Source: an optimization exercise on an open RTL-to-GDS flow (aim: small area). Production flows keep margins and buffers that such runs may drop.
The RTL was checked by simulation tests, not by an equivalence proof against the original design.

Setup of wip/cedar:
==> flow/design.v (excerpt) <==
module flash_ctrl
(
    input  logic              i_clk,
    input  logic              i_rst,
    input  logic [1:0]        i_op_type,
    input  logic [ADDR_W-1:0] i_op_addr,
    input  logic [NUM_W-1:0]  i_op_num,
    input  logic              i_op_valid,
    output logic              o_op_ready,
    input  logic [DATA_W-1:0] i_wr_data,
    input  logic              i_wr_sop,
    input  logic              i_wr_eop,
    input  logic              i_wr_valid,
    output logic [DATA_W-1:0] o_rd_data,
    output logic              o_rd_sop,
    output logic              o_rd_eop,
    output logic              o_rd_valid,
    output logic [OP_W-1:0]   o_spi_op_data,
    output logic [1:0]        o_spi_op_type,
    output logic [LEN_W-1:0]  o_spi_op_len,
    output logic [LEN_W-1:0]  o_spi_clk_len,
    output logic              o_spi_op_valid,
    input  logic              i_spi_op_ready,
    output logic [DATA_W-1:0] o_spi_write_data,
    input  logic              i_spi_write_req,
    input  logic [DATA_W-1:0] i_spi_read_data,
    input  logic              i_spi_read_valid
);
==> flow/config.mk <==
export PLATFORM = sky130hd
export DESIGN_NAME = flash_ctrl
export DESIGN_NICKNAME = flash_ctrl
export VERILOG_FILES = /design/flow/design.v
export SDC_FILE = /design/flow/constraint.sdc
export NUM_CORES = 4
export LEC_CHECK = 0
export CAP_MARGIN = 20
export CORE_MARGIN = 2
export CORE_UTILIZATION = 70
export CTS_BUF_LIST = sky130_fd_sc_hd__clkbuf_8
export CTS_CLUSTER_DIAMETER = 50
export CTS_CLUSTER_SIZE = 20
export SLEW_MARGIN = 20
==> flow/constraint.sdc <==
create_clock -name core_clock -period 10.0 [get_ports {i_clk}]
set_input_delay 2.0000 -clock core_clock [delete_from_list [all_inputs] [get_ports {i_clk}]]
set_output_delay 2.0000 -clock core_clock [all_outputs]
set_load 0.01 [all_outputs]
standard.sh (not shown) runs the stock make flow with config.mk's settings and CLKGATE_MAP_FILE= SYNTH_SCRIPT=/design/flow/synth_recipe.tcl, a recipe that flattens the netlist after the stock synthesis.
==> flow/flow/run.sh <==
#!/bin/bash
# Standard layout with two changes to what the flow inserts (the design and constraints are
# untouched): port buffers use the smallest buffer, and clock tree synthesis adds no dummy
# loads.
set -e
export BUFFER_PORTS_ARGS="-buffer_cell sky130_fd_sc_hd__buf_1"
export CTS_ARGS="-sink_clustering_enable -repair_clock_nets -sink_clustering_size 20 -sink_clustering_max_diameter 50 -buf_list sky130_fd_sc_hd__clkbuf_8 -dont_use_dummy_load"
bash standard.sh > standard.log 2>&1
The final layout from wip/cedar, which completed every stage, passed the timing, design-rule and antenna checks at the end of the flow.
For wip/sierra, these inputs were changed with respect to wip/cedar:
Settings: CTS_BUF_LIST: sky130_fd_sc_hd__clkbuf_8 -> unset; CORE_UTILIZATION: 70 -> 40; CTS_CLUSTER_SIZE: 20 -> unset; CTS_CLUSTER_DIAMETER: 50 -> unset.
==> flow/run.sh (new file) <==
#!/bin/bash
# synth_recipe.tcl (not shown) runs the flow's synth.tcl, then flattens the netlist and writes it again
# the make line also repeats each setting of config.mk as NAME=value (left out here)
make -C /OpenROAD-flow-scripts/flow DESIGN_CONFIG=/design/flow/config.mk WORK_HOME=/design/flow/orfs CLKGATE_MAP_FILE= SYNTH_SCRIPT=/design/flow/synth_recipe.tcl finish
removed: flow/flow/run.sh
removed: flow/standard.sh
==> results.txt <==
- Growth of design area from synthesis to finish, wip/cedar and wip/sierra: larger value in wip/sierra
- Buffer count excluding the clock tree in the final layout (higher): wip/sierra
- The share of the clock period used by the worst path after layout reported for wip/sierra is greater than that of wip/cedar by 3.0 points.
- wip/sierra: first-pass detailed-route iteration total 1 below wip/cedar
- Global-route usage, wip/cedar and wip/sierra: larger value in wip/cedar
- Compared with wip/cedar, in wip/sierra register share of the cell area shrank by 6.9 points, fmax fell by 5.2%.
- Via total after detailed routing went up by a few percent going from wip/cedar to wip/sierra.
- Between wip/cedar and wip/sierra, clock period minus final worst setup slack is lower for wip/cedar, wip/sierra comes in above that.
- Number of gates on the worst path with buffers counted: wip/sierra vs wip/cedar up 1
- Relative to wip/cedar, total wire length has increased by 8.5% in wip/sierra.
What wip/lagoon does differently from wip/sierra at the input level:
Settings: CORE_UTILIZATION now 85, was 40; CTS_CLUSTER_SIZE now 24, previously not set; PLACE_DENSITY now 0.9, previously not set; CTS_CLUSTER_DIAMETER now 40, previously not set; CTS_BUF_LIST now sky130_fd_sc_hd__clkbuf_8, previously not set.
Status(wip/lagoon) = ERROR, stage = 3_5_place_dp
From wip/lagoon to wip/sierra, share of synthesized area spent on multiplexers did not move at all.
The count of mapped cells out of synthesis on wip/lagoon is in line with that on wip/sierra.
From wip/sierra to wip/lagoon, port buffer count did not move at all.
Compared wip/lagoon against wip/sierra; synthesized area within noise.
Summary of wip/lagoon over wip/sierra: count of standard-cell rows shrank by 32%; number of distinct library cell variants in the gate-level netlist after synthesis level; starting density of the core increased by 46 points relative to the old numbers; part of the Yosys area used for sequential elements about even; placer congestion estimate saw an increase.
In the tables for wip/lagoon and wip/sierra, vertical die dimension reads lower with wip/lagoon.
## Diff of input files: wip/zinc against wip/lagoon
Settings: changing CTS_CLUSTER_DIAMETER from 40 to 60; changing CORE_UTILIZATION from 85 to 70; changing CTS_CLUSTER_SIZE from 24 to 40; removing PLACE_DENSITY (formerly 0.9); changing CTS_BUF_LIST from sky130_fd_sc_hd__clkbuf_8 to sky130_fd_sc_hd__clkbuf_16.
--- outcome ---
wip/zinc ran to completion and came out clean on the timing, design-rule and antenna checks.
wip/lagoon has a higher starting density of the core than wip/zinc.
Diff wip/lagoon..wip/zinc | synthesized cell count | negligible
Row count: wip/zinc > wip/lagoon
Final RePlAce weighted congestion of wip/zinc falls short of that of wip/lagoon slightly.
wip/zinc vs wip/lagoon: die height up by more than 10%
Relative to wip/zinc, the following input files were edited for wip/raven:
Settings: swapping 60 for 50 in CTS_CLUSTER_DIAMETER; swapping sky130_fd_sc_hd__clkbuf_16 for sky130_fd_sc_hd__clkbuf_8 in CTS_BUF_LIST; swapping 40 for 20 in CTS_CLUSTER_SIZE.
Results
- The final reports for wip/raven and wip/zinc show met1 wire length lower in the former.
- Minimum clock period on wip/raven is up relative to wip/zinc.
- Summary: with wip/zinc as the reference, routed length on met2 in wip/raven moved down by more than 10%.
- wip/raven: routed wire length is 5.8 mm lower than what wip/zinc reported.
- Fmax | wip/raven vs wip/zinc | wip/raven slower
- Against wip/zinc, the final cell area of wip/raven is lower.

[separate check: timing with driven ports]
The results above use ideal ports. As a check the final layouts listed here were re-extracted and re-timed, cells and wires unchanged. Step 1: set_driving_cell puts a clkbuf_16 on i_clk and a buf_2 on each other input, an assumption about the parent block. Step 2 times the ports against the registers' clock, not the clock port: input delays grow and output delays shrink by t, the midpoint of the rising clock arrivals with the driver on. Three values: ideal ports, drivers, drivers and shift; two values: the first two.
run | t, ns | setup slack, ns | hold slack, ns | clock arrival spread, ns
wip/cedar | 0.855 | 4.426 / 4.361 / 4.558 | 0.369 / 0.369 / 0.369 | 0.076 / 0.076
wip/sierra | 0.833 | 4.122 / 4.054 / 4.244 | 0.402 / 0.402 / 0.402 | 0.026 / 0.025
wip/zinc | 0.796 | 4.176 / 4.103 / 4.130 | 0.393 / 0.393 / 0.393 | 0.038 / 0.038
wip/raven | 0.876 | 4.093 / 4.031 / 4.102 | 0.411 / 0.411 / 0.411 | 0.031 / 0.030
After both steps every run listed still meets setup and hold. For wip/zinc, which loses most, drivers alone change the setup slack by -0.073 ns; drivers and shift together by -0.046 ns.
